This design comes from an exercise in tuning for a short achievable clock period and few clock cycles on the open sky130 flow, not from production work.
The RTL was checked by simulation tests, not by an equivalence proof against the original design.

==> v2: inputs <==
Design MipsCore, start of the top module:
module MipsCore (
    input  logic        clk,
    input  logic        arstN,
    input  logic [31:0] instr,
    input  logic [31:0] dmemRData,
    output logic [31:0] pc,
    output logic [31:0] dmemAddr,
    output logic [31:0] dmemWData,
    output logic [3:0]  dmemByteEn,
    output logic        dmemWe,
    output logic        dmemRe
);
    localparam int NB  = 8;
    localparam int NBW = 3;
    localparam int MROWS = 6;
    localparam int HW  = 7;
    localparam int NR  = 8;
    localparam int NRW = 3;
    logic [31:0] pcF;
    logic        vD;
    logic [31:0] irD, pcD, pc4D;
    logic        ptD;            
    logic [31:0] pnD;            
    logic        hitD;
    logic [NBW-1:0] hitIdxD;
    logic        vE;
    logic [31:0] aE, bE;
    logic        fwdAE, fwdBE;
    logic        opAddE, opSubE, opAndE, opOrE, opXorE, opSltE, opSllE, opSrlE, opMulE;
    logic        opFusE, fusAE;   
    logic [4:0]  shE;
    logic        wrE;            
    logic [4:0]  dstE;
    logic        isCondE, isJrE, isJE;
    logic [2:0]  condE;          
    logic        ptE;
    logic [31:0] pnE, pc4E, btE, pcE;
    logic        hitE, isRetE;
    logic [NBW-1:0] hitIdxE;
    logic        reE, weE;
    logic [31:0] addrE, wdataE;
    logic [3:0]  beE;
    logic        ldE;
    logic [1:0]  lselE;
    logic [1:0]  lwidE;          
    logic [MROWS*32-1:0] mrowsE;
    logic        wEnW;
    logic [4:0]  wDstW;
    logic [31:0] wValW;          
    logic        mulW;           
    logic [31:0] rf [32];
    logic [31:0] rfV;
    logic        btbV   [NB];
    logic [31:0] btbTag [NB];
    logic [31:0] btbTgt [NB];
    logic        btbP   [NB];    
    logic        btbRet [NB];    
    logic [HW-1:0] btbH [NB];    
    logic [NBW-1:0] rrPtr;
    logic [31:0] ftI [NB];
    logic [31:0] tgI [NB];
    logic        ftV [NB];
    logic        tgV [NB];
    logic [1:0]  pht [1<<HW];
    logic        rstQ;           
    logic [31:0] ras  [NR];
    logic        rasV [NR];
  ...
==> flow/config.mk <==
export PLATFORM = sky130hd
export DESIGN_NAME = MipsCore
export DESIGN_NICKNAME = MipsCore
export VERILOG_FILES = /design/flow/design.v
export SDC_FILE = /design/flow/constraint.sdc
export NUM_CORES = 4
export LEC_CHECK = 0
export ABC_CLOCK_PERIOD_IN_PS = 5000
export CAP_MARGIN = 30
export CELL_PAD_IN_SITES_DETAIL_PLACEMENT = 1
export CELL_PAD_IN_SITES_GLOBAL_PLACEMENT = 2
export CORE_MARGIN = 2
export CORE_UTILIZATION = 48
export SETUP_SLACK_MARGIN = 5
export SLEW_MARGIN = 30
==> flow/constraint.sdc <==
create_clock -name core_clock -period 22.0 [get_ports {clk}]
set_input_delay 4.4000 -clock core_clock [delete_from_list [all_inputs] [get_ports {clk}]]
set_output_delay 4.4000 -clock core_clock [all_outputs]
set_load 0.01 [all_outputs]
standard.sh (not shown) runs the stock make flow with config.mk's settings and CLKGATE_MAP_FILE= SYNTH_SCRIPT=/design/flow/synth_recipe.tcl, a recipe that flattens the netlist after the stock synthesis.
==> flow/flow/run.sh <==
#!/bin/bash
# Standard synthesis, then the standard layout steps with:
#  - a larger setup margin for ORFS's timing repair, so it optimises toward
#    a ~6 ns period (the SDC - clock period, IO delays - is the standard flow's, unchanged);
#  - the IO port buffers made as buf_4 cells instead of the delay cell
#    buffer_ports picks by default (every port still gets its buffer);


set -uo pipefail
MARGIN=${MARGIN:-16}
bash standard.sh synth > synth.log 2>&1 || { tail -50 synth.log; exit 1; }
bash standard.sh finish SETUP_SLACK_MARGIN=$MARGIN MATCH_CELL_FOOTPRINT=${MCF:-1} \
  "BUFFER_PORTS_ARGS=-buffer_cell sky130_fd_sc_hd__buf_4" > layout.log 2>&1 || { tail -50 layout.log; exit 1; }
==> inputs of v37, as changes to v2 <==
--- a/flow/design.v
+++ b/flow/design.v
@@ -1581,53 +1581,38 @@
     logic           pNew;
     always_comb begin
         wIdx  = uHit ? uIdx : rrPtr;
         hOld  = uHit ? btbH[uIdx] : '0;
         hNew  = {hOld[HW-2:0], uTk};
         pIdx  = hOld ^ uPc[HW+1:2];
         pIdx2 = hNew ^ uPc[HW+1:2];
-    end
-    logic           u2V, u2Tk;
-    logic [NBW-1:0] u2Idx;
-    logic [HW-1:0]  u2PIdx, u2PIdx2;
-    always_ff @(posedge clk or negedge arstN) begin
-        if (!arstN) u2V <= 1'b0;
-        else        u2V <= uV && uCond;
-    end
-    always_ff @(posedge clk) begin
-        u2Tk    <= uTk;
-        u2Idx   <= wIdx;
-        u2PIdx  <= pIdx;
-        u2PIdx2 <= pIdx2;
-    end
-    always_comb begin
-        cOld = pht[u2PIdx];
-        if (u2Tk) cNew = (cOld == 2'd3) ? 2'd3 : cOld + 2'd1;
-        else      cNew = (cOld == 2'd0) ? 2'd0 : cOld - 2'd1;
-        if (u2PIdx2 == u2PIdx) pNew = cNew[1];
-        else                   pNew = pht[u2PIdx2][1];
+        cOld  = pht[pIdx];
+        if (uTk) cNew = (cOld == 2'd3) ? 2'd3 : cOld + 2'd1;
+        else     cNew = (cOld == 2'd0) ? 2'd0 : cOld - 2'd1;
+        if (!uCond)              pNew = 1'b1;
+        else if (pIdx2 == pIdx)  pNew = cNew[1];
+        else                     pNew = pht[pIdx2][1];
     end
     always_ff @(posedge clk or negedge arstN) begin
         if (!arstN) begin
             for (int i = 0; i < NB; i++) btbV[i] <= 1'b0;
             rrPtr <= '0;
         end else if (uV) begin
             btbV[wIdx] <= 1'b1;
             if (!uHit) rrPtr <= rrPtr + 1'b1;
         end
     end
     always_ff @(posedge clk) begin
         if (uV) begin
             btbTag[wIdx] <= uPc;
             if (uTk) btbTgt[wIdx] <= uTgt;
-            btbP[wIdx]   <= !uCond || uTk;
+            btbP[wIdx]   <= pNew;
             btbRet[wIdx] <= uRet;
             btbH[wIdx]   <= hNew;
         end
-        if (u2V && !(uV && wIdx == u2Idx)) btbP[u2Idx] <= pNew;
     end
     logic btClr, fillD;
     assign btClr = uV && (!uHit || (btbTag[uIdx] != uPc));
     assign fillD = vD && isCond && ownD;
     always_ff @(posedge clk or negedge arstN) begin
         if (!arstN) begin
             for (int i = 0; i < NB; i++) begin
@@ -1650,16 +1635,16 @@
     always_ff @(posedge clk or negedge arstN) begin
         if (!arstN) rstQ <= 1'b0;
         else        rstQ <= 1'b1;
     end
     always_ff @(posedge clk) begin
         if (!rstQ) begin
             for (int i = 0; i < (1 << HW); i++) pht[i] <= 2'd2;
-        end else if (u2V) begin
-            pht[u2PIdx] <= cNew;
+        end else if (uV && uCond) begin
+            pht[pIdx] <= cNew;
         end
     end
     always_ff @(posedge clk or negedge arstN) begin
         if (!arstN) begin
             rasPtr <= '0;
             for (int i = 0; i < NR; i++) rasV[i] <= 1'b0;
         end else if (vD && advD) begin
==> flow/flow/run.sh (replaced) <==
#!/bin/bash
# Standard synthesis, then the standard layout steps with:
#  - a larger setup margin for ORFS's timing repair, so it optimises toward
#    a ~6 ns period (the SDC - clock period, IO delays - is the standard flow's, unchanged);
#  - the IO port buffers made as buf_4 cells instead of the delay cell
#    buffer_ports picks by default (every port still gets its buffer);
#  - repair allowed to resize cells to other footprints of the same function
#    (MATCH_CELL_FOOTPRINT=0), e.g. a flip-flop to a stronger drive.
set -uo pipefail
MARGIN=${MARGIN:-16}
bash standard.sh synth > synth.log 2>&1 || { tail -50 synth.log; exit 1; }
bash standard.sh finish SETUP_SLACK_MARGIN=$MARGIN MATCH_CELL_FOOTPRINT=${MCF:-0} \
  "BUFFER_PORTS_ARGS=-buffer_cell sky130_fd_sc_hd__buf_4" > layout.log 2>&1 || { tail -50 layout.log; exit 1; }
- CORE_UTILIZATION: 48 -> 55
==> inputs of v1, as changes to v2 <==
- CORE_UTILIZATION: 48 -> 42
==> metrics.md <==
| Metric | Value |
|---|---|
| Status | no timing/DRC/antenna violations |
| Largest net degree at the start of global routing | about 110 |
| Met3 GRT Util | about 16% |
| Clock sinks | around 3,500 |
| Core footprint | around 350,000 µm² |
| Worst EP arrival | slightly above 7000 ps |
the above is filed under v37

==> metrics.md <==
| Metric | Value |
|---|---|
| Post-synthesis mux area share | roughly 16% |
| Max Cap Viol | 0 |
| Worst r2r dst | wdataE[16] |
| Core footprint | 402,000 µm² |
| Met3 GRT Util | under 10% |
| Clock sinks | 3,523 |
| Status | no timing/DRC/antenna violations |
| Worst EP arrival | between 6000 and 7000 ps |
| Top post-synthesis cells by area | edfxtp_1 43%, mux4_2 13%, dfxtp_1 6.7% |
| Highest clock rate | around 0.17 GHz |
the above is filed under v2

==> metrics.md <==
| Metric | Value |
|---|---|
| Placed insts | just over 20,000 |
| Core footprint | between 400,000 and 500,000 µm² |
| Status | no timing/DRC/antenna violations |
| # rows | 249 |
| Critical path type | flip-flop to flip-flop |
| Worst EP arrival | 6780 ps |
| Largest net degree at the start of global routing | roughly 90 |
| Max-slew violations | 0 |
the above is filed under v1

Testbench counts of v2, summed over its fixed seeds: cycles 179,595.
Testbench counts of v37, summed over its fixed seeds: cycles 179,595.
Testbench counts of v1, summed over its fixed seeds: cycles 179,595.

[port drivers added, routing unchanged]
How much do the figures lean on ideal ports? The routed layouts below were timed once more, with nothing changed but the port constraints.
Step 1, drivers: a clkbuf_16 drives clk and a buf_2 each remaining input, both assumed.
Step 2 times the ports against the registers' clock, not the clock port: input delays grow and output delays shrink by t, the midpoint of the rising clock arrivals with the driver on.
Three values: ideal, step 1, step 2; two values: the first two.
run	t, ns	slack for setup (ns)	worst hold slack (ns)	worst data-port slew with drivers (ns)
v2	1.091	15.981 / 15.913 / 15.527	0.297 / 0.297 / 0.297	0.15
v37	1.104	15.601 / 15.601 / 15.299	0.278 / 0.278 / 0.278	0.26
v1	1.112	15.893 / 15.893 / 15.514	0.287 / 0.287 / 0.287	0.14
After both steps setup and hold are still met in every run listed. For v2, which loses most, drivers alone change the setup slack by -0.068 ns; drivers and shift together by -0.454 ns.
